Source: an optimization exercise on an open RTL-to-GDS flow (aim: small area and a short achievable clock period). Production flows keep margins and buffers that such runs may drop.
Function was checked by simulation only, so behaviour that the tests miss may differ from the original.
Power and IR drop assume default switching activity.

## flow/design.v

```verilog
package trace_pkg;
    localparam logic SRC_RF = 1'b0;
    localparam logic SRC_DM = 1'b1;
    localparam int TRACE_XLEN   = 32;
    localparam int TRACE_ADDR_W = 8;
    localparam int TRACE_CYC_W  = 16;
    typedef struct packed {
        logic                    src;
        logic [TRACE_CYC_W-1:0]  cycle;
        logic [TRACE_ADDR_W-1:0] addr;
        logic [TRACE_XLEN-1:0]   data;
    } trace_entry_t;
    function automatic int entry_width(input int xlen, input int addr_w, input int cyc_w);
        entry_width = 1 + cyc_w + addr_w + xlen;
    endfunction
endpackage
module trace_fifo
#(
    parameter int WIDTH = trace_pkg::entry_width(trace_pkg::TRACE_XLEN, trace_pkg::TRACE_ADDR_W, trace_pkg::TRACE_CYC_W),
    parameter int DEPTH = 16,
    localparam int PTR_W = $clog2(DEPTH),
    localparam int CNT_W = PTR_W + 1
) (
    input  logic             clk,
    input  logic             rst,
    input  logic             push_a,
    input  logic [WIDTH-1:0] data_a,
    input  logic             push_b,
    input  logic [WIDTH-1:0] data_b,
    input  logic             pop,
    output logic [WIDTH-1:0] rd_data,
    output logic [CNT_W-1:0] count
);
    logic [WIDTH-1:0] mem_q [DEPTH];
    logic [PTR_W-1:0] wr_ptr_q, wr_ptr_d;
    logic [PTR_W-1:0] rd_ptr_q, rd_ptr_d;
    logic [PTR_W-1:0] wr_ptr_b;
    logic [CNT_W-1:0] count_q, count_d;
    logic [CNT_W-1:0] n_push;
    logic             do_pop;
    assign wr_ptr_b = wr_ptr_q + PTR_W'(1);
    assign do_pop   = pop && (count_q != '0);
    always_comb begin
        n_push   = CNT_W'(push_a) + CNT_W'(push_a && push_b);
        wr_ptr_d = wr_ptr_q + PTR_W'(n_push);
        rd_ptr_d = rd_ptr_q + PTR_W'(do_pop);
        count_d  = count_q + n_push - CNT_W'(do_pop);
    end
    always_ff @(posedge clk) begin
        if (rst) begin
            wr_ptr_q <= '0;
            rd_ptr_q <= '0;
            count_q  <= '0;
        end else begin
            wr_ptr_q <= wr_ptr_d;
            rd_ptr_q <= rd_ptr_d;
            count_q  <= count_d;
        end
    end
    always_ff @(posedge clk) begin
        if (push_a) mem_q[wr_ptr_q] <= data_a;
        if (push_a && push_b) mem_q[wr_ptr_b] <= data_b;
    end
    assign rd_data = (count_q == '0) ? '0 : mem_q[rd_ptr_q];
    assign count   = count_q;
endmodule
module reg_trace_buffer
#(
    parameter int XLEN       = 32,
    parameter int ADDR_W     = 8,
    parameter int DEPTH      = 16,
    parameter int CYC_W      = 16,
    parameter int MAX_CYCLES = 40000,
    parameter int OVF_W      = 8,
    localparam int ENTRY_W   = trace_pkg::entry_width(XLEN, ADDR_W, CYC_W),
    localparam int CNT_W     = $clog2(DEPTH) + 1
) (
    input  logic               clk,
    input  logic               rst,
    input  logic               rf_we,
    input  logic [4:0]         rf_waddr,
    input  logic [XLEN-1:0]    rf_wdata,
    input  logic               dm_we,
    input  logic [XLEN-1:0]    dm_addr,
    input  logic [XLEN-1:0]    dm_wdata,
    output logic               rd_valid,
    input  logic               rd_ready,
    output logic [ENTRY_W-1:0] rd_data,
    output logic [CNT_W-1:0]   count,
    output logic               full,
    output logic               halted,
    output logic [CYC_W-1:0]   cycle,
    output logic [OVF_W-1:0]   ovf_cnt
);
    localparam int SP_W = CNT_W + 1;
    logic [CYC_W-1:0]   cycle_q, cycle_d;
    logic               halted_q, halted_d;
    logic [OVF_W-1:0]   ovf_q, ovf_d;
    logic [OVF_W:0]     ovf_sum;
    logic               ev_rf, ev_dm, pop;
    logic [SP_W-1:0]    space;
    logic [1:0]         n_drop;
    logic               push_a, push_b;
    logic [ENTRY_W-1:0] entry_rf, entry_dm, data_a;
    logic               unused_dm_addr;
    assign unused_dm_addr = ^dm_addr;
    assign ev_rf = rf_we && !halted_q;
    assign ev_dm = dm_we && !halted_q;
    assign entry_rf = {trace_pkg::SRC_RF, cycle_q, ADDR_W'(rf_waddr), rf_wdata};
    assign entry_dm = {trace_pkg::SRC_DM, cycle_q, dm_addr[ADDR_W-1:0], dm_wdata};
    assign pop   = rd_valid && rd_ready;
    assign space = SP_W'(DEPTH) - {1'b0, count} + SP_W'(pop);
    always_comb begin
        push_a = 1'b0;
        push_b = 1'b0;
        data_a = entry_rf;
        n_drop = 2'd0;
        if (ev_rf && ev_dm) begin
            if (space >= SP_W'(2)) begin
                push_a = 1'b1;
                push_b = 1'b1;
            end else if (space == SP_W'(1)) begin
                push_a = 1'b1;
                n_drop = 2'd1;
            end else begin
                n_drop = 2'd2;
            end
        end else if (ev_rf || ev_dm) begin
            data_a = ev_rf ? entry_rf : entry_dm;
            if (space != '0) push_a = 1'b1;
            else             n_drop = 2'd1;
        end
    end
    always_comb begin
        cycle_d  = cycle_q;
        halted_d = halted_q;
        if (!halted_q) begin
            cycle_d = cycle_q + CYC_W'(1);
            if (MAX_CYCLES != 0 && cycle_q == CYC_W'(MAX_CYCLES - 1)) halted_d = 1'b1;
        end
        ovf_sum = {1'b0, ovf_q} + (OVF_W + 1)'(n_drop);
        ovf_d   = ovf_sum[OVF_W] ? '1 : ovf_sum[OVF_W-1:0];
    end
    always_ff @(posedge clk) begin
        if (rst) begin
            cycle_q  <= '0;
            halted_q <= 1'b0;
            ovf_q    <= '0;
        end else begin
            cycle_q  <= cycle_d;
            halted_q <= halted_d;
            ovf_q    <= ovf_d;
        end
    end
    trace_fifo #(
        .WIDTH (ENTRY_W),
        .DEPTH (DEPTH)
    ) u_fifo (
        .clk     (clk),
        .rst     (rst),
        .push_a  (push_a),
        .data_a  (data_a),
        .push_b  (push_b),
        .data_b  (entry_dm),
        .pop     (pop),
        .rd_data (rd_data),
        .count   (count)
    );
    assign rd_valid = (count != '0);
    assign full     = (count == CNT_W'(DEPTH));
    assign halted   = halted_q;
    assign cycle    = cycle_q;
    assign ovf_cnt  = ovf_q;
endmodule
```

## flow/run.sh

```bash
#!/bin/bash
# synth_recipe.tcl (not shown) runs the flow's synth.tcl, then flattens the netlist and writes it again
# the make line also repeats each setting of config.mk as NAME=value (left out here)
make -C /OpenROAD-flow-scripts/flow DESIGN_CONFIG=/design/flow/config.mk WORK_HOME=/design/flow/orfs CLKGATE_MAP_FILE= SYNTH_SCRIPT=/design/flow/synth_recipe.tcl finish
```

## flow/config.mk

```make
export PLATFORM = sky130hd
export DESIGN_NAME = reg_trace_buffer
export DESIGN_NICKNAME = reg_trace_buffer
export VERILOG_FILES = /design/flow/design.v
export SDC_FILE = /design/flow/constraint.sdc
export NUM_CORES = 4
export LEC_CHECK = 0
export CAP_MARGIN = 20
export CORE_MARGIN = 2
export CORE_UTILIZATION = 40
export SLEW_MARGIN = 20
```

## flow/constraint.sdc

```tcl
create_clock -name core_clock -period 4.3 [get_ports {clk}]
set_input_delay 0.8600 -clock core_clock [delete_from_list [all_inputs] [get_ports {clk}]]
set_output_delay 0.8600 -clock core_clock [all_outputs]
set_load 0.01 [all_outputs]
```

==> flow_summary.json <==
{
  "core_area_um2": 112000,
  "numCtsBuffers": 99,
  "die_x_um": 340,
  "fin_crit_sh_pct": 99.2,
  "finish.utilization_pct": 47.9,
  "holdCritPathClass": "flop to flop",
  "required_ps": 3440,
  "drt-pass1-iter-count": 6,
  "dp_hpwl_um": 82600,
  "power_leakage_nw": 17.0,
  "tightest_slew_ps": 1160,
  "end_kind": "output pin",
  "async_flop_share_pct": 0,
  "cp-start-kind": "flop",
  "synth_cells": 3136,
  "powerDensity_nw_per_um2": 589,
  "critPathArrivalTime_ps": 3410,
  "synth_top_area_share_pct": 59.7,
  "top_level_ports": 195,
  "period_needed_ps": 4270,
  "rows": 123,
  "finalSetupViolCount": 0,
  "htreeDepth": 3,
  "fmax_mhz": 234,
  "switching_power_w": 0.0100,
  "via_count": 28826,
  "track_usage_pct": 24.5,
  "antenna_left": 0,
  "postPlaceCellArea_um2": 50100,
  "fillers": 9663,
  "grt_start_max_net_pins": 88,
  "regArea_um2": 28000,
  "globalplace.congestion": 0.802,
  "post_drt_wl_per_cell_um": 29.1,
  "port_buffers": 170,
  "rsz0062_at_grt": "true",
  "intPower_w": 0.0216,
  "yosysTopAreaCell": "edfxtp_1",
  "synth_seq_cells": 950,
  "comb_power_share_pct": 33.3,
  "clk_latency_ps": 700,
  "via_per_inst": 5.90,
  "path_max_fanout": 45,
  "p_clk_share_pct": 28.5,
  "gr-total-overflow": 0,
  "p_sw_share_pct": 31.7,
  "hold_violations": 0,
  "nets": 3425,
  "synth.area.top_cells": "edfxtp_1, mux4_2, and2_1, nor2_1, dfxtp_1",
  "cts.clk_slew.worst_paths_ps": 60,
  "cap_violations": 0,
  "drive_gt1_share_pct": 21.5,
  "synth_area_um2": 45100,
  "clockBufferDepth": 3,
  "dieArea_um2": 115000,
  "die_y_um": 340,
  "grt_pass1_vias": 29180,
  "yosys.cell_types.count": 70,
  "cts_tree": "yes",
  "maxSlewViolCount": 0,
  "slew_headroom_pct": 22.3,
  "cts_sinks": 950,
  "multi_input_area_um2": 15700,
  "skew_ps": 36.2,
  "drc": 0,
  "synth_nets": 3262,
  "outcome": "no timing/DRC/antenna violations",
  "crit_type": "flop to output pin",
  "synthToLayoutAreaGrowth_pct": 19.0,
  "fin_area_um2": 53600,
  "drtIter0Drc": 3700,
  "sequentialPowerShare_pct": 38.2,
  "start_util_pct": 40.2,
  "grt_pass1_wl_um": 205000,
  "antenna_found_initial": 7,
  "yosysWarningCount": 2,
  "synth-edff-count": 896,
  "post_synth.cell_area_avg_um2": 14.4,
  "cts-root-buf": "clkbuf_16",
  "routed_wl_um": 142000,
  "ys.flop_type": "edfxtp_1",
  "ir_drop_mv": 0.454,
  "yosysSeqAreaShare_pct": 62.1
}
cells in the final DEF, fill, tap and decap left out, types with 10 or more instances in the layout:
cell / n
clkbuf_16: 101
nor3b_1: 17
dfxtp_1: 47
nor2b_1: 43
a21oi_1: 17
edfxtp_1: 896
nor2_1: 365
xor2_1: 17
a2bb2oi_1: 10
a22oi_1: 39
clkinv_1: 12
mux4_2: 285
clkbuf_8: 10
ha_1: 15
a211oi_1: 30
mux2i_1: 28
clkinv_2: 17
nand2_1: 191
clkbuf_1: 24
o21ai_0: 164
buf_12: 85
clkdlybuf4s50_1: 169
nand3_1: 13
and2_1: 276
a32oi_1: 24
inv_1: 40
a22o_1: 89
and3_1: 19
buf_4: 120
bufinv_16: 13
o2bb2ai_1: 52
critical path, cell delays in order (launching register included):
cell             delay [ps]
dfxtp_4                 460
buf_12                  360
mux4_2                  570
mux4_2                  490
and2_1                  260
clkdlybuf4s50_1         530
sequential cells by signal, summed over array words and instances, names as in the netlist:
signal and cells:
u_fifo.rd_ptr_q 4, u_fifo.count_q 5, ovf_q 8, halted_q 1, cycle_q 16, u_fifo.mem_q 912
u_fifo.wr_ptr_q 4
cells in the mapped netlist, types with 8 or more instances:
cell type,n
a211oi_1,31
a21oi_1,17
a22o_1,89
a22oi_1,39
a2bb2oi_1,10
a32oi_1,24
and2_1,277
and3_1,19
buf_1,18
buf_2,80
buf_4,29
clkbuf_1,193
dfxtp_1,54
edfxtp_1,896
ha_1,17
inv_1,45
mux2i_1,28
mux4_2,285
nand2_1,194
nand3_1,14
nor2_1,369
nor2b_1,43
nor3b_1,18
o21ai_0,164
o2bb2ai_1,52
or3_1,8
xor2_1,17
metal layers:
layer  GRT usage (%)  vias to the layer above  routed length [um]
met3            4.70                      285               14000
li1                -                    12221                   -
met5               0                        -                  32
met4            8.43                        6                4780
met2            39.4                     1639               67600
met1            33.4                    14675               55800
power groups by stage:
stage          clock [W]  combinational, W  sequential, W
2_1_floorplan          0           0.00583         0.0121
3_3_place_gp           0            0.0104         0.0122
3_5_place_dp           0            0.0104         0.0123
4_1_cts          0.00910            0.0105         0.0121
5_1_grt          0.00944            0.0111         0.0122
6_report         0.00900            0.0105         0.0121
what timing repair did:
action                                  in CTS  in global routing
hold buffers                                 0                  0
cloned                                       1                  1
buffers inserted                             3                  0
endpoints found under the setup margin      23                 24
pin swaps                                    0                  1
gates resized for setup                      1                  3
cells by family after synthesis:
kind of cell | after synthesis | share of synthesized area [%]
muxes | 313 | 14.9
xor gates and xnor gates | 24 | 0.467
buffers and inverters | 368 | 3.55
AOI/OAI and AO/OA | 468 | 7.48
adders and majority gates | 20 | 0.605
and+or+nand+nor | 993 | 10.9
DFF | 950 | 62.1
final timing paths:
kind,start,endpoint,slack (ps),cells after the start
min reg2reg,u_fifo.mem_q[8][56]$_SDFFE_PP1P_,u_fifo.mem_q[8][56]$_SDFFE_PP1P_,450,1
min,u_fifo.mem_q[8][56]$_SDFFE_PP1P_,u_fifo.mem_q[8][56]$_SDFFE_PP1P_,450,1
max,u_fifo.rd_ptr_q[0]$_SDFF_PP0_,rd_data[16],30,5
max reg2reg,u_fifo.count_q[2]$_SDFF_PP0_,u_fifo.mem_q[1][30]$_DFFE_PP_,200,18
metrics by stage:
step | hold WS, ps | cells | setup slack (ps) | power (W) | TNS (ps)
4_1_cts | 453 | 4881 | -7.53 | 0.0317 | -7.53
3_5_place_dp | 439 | 4691 | -134 | 0.0227 | -10070
3_3_place_gp | 433 | 4690 | -90.9 | 0.0226 | -3960
6_report | 453 | 4886 | 32.8 | 0.0316 | 0
5_1_grt | 473 | 4885 | -62.8 | 0.0327 | -287
2_1_floorplan | 422 | 3136 | 11.0 | 0.0179 | 0
final cells by class:
| type | instances | area share [%] |
|---|---|---|
| flip-flops and latches | 950 | 52.2 |
| diodes | 2 | 0.00933 |
| repair buffers | 383 | 8.37 |
| clock inverters | 52 | 1.24 |
| multi-input cells | 1818 | 29.2 |
| inverters | 47 | 0.357 |
| well taps | 1500 | 3.50 |
| clock buffers | 134 | 5.09 |

## re-timing with driven ports
How much do the figures lean on ideal ports? The routed layout below was timed once more, with nothing changed but the port constraints.
Step 1: set_driving_cell puts a clkbuf_16 on clk and a buf_2 on each other input, an assumption about the parent block.
Step 2 moves the port delays by t, midway between the first and last clock arrival at a register: inputs arrive t later, outputs are due t later. That takes back most of the time a late clock gives input paths.
Slacks: ideal ports / drivers / drivers and shift; pairs: ideal ports / drivers.
t, ns: 0.768
slack for setup (ns): 0.033 / -0.049 / -0.156
worst setup path after step 2: input to register
latest minus earliest clock arrival (ns): 0.038 / 0.037
worst data-port slew with drivers (ns): 0.13
With both steps, setup timing fails in this run, where it was met with ideal ports. The setup slack of this run moves by -0.082 ns with the drivers and by -0.189 ns with both steps.
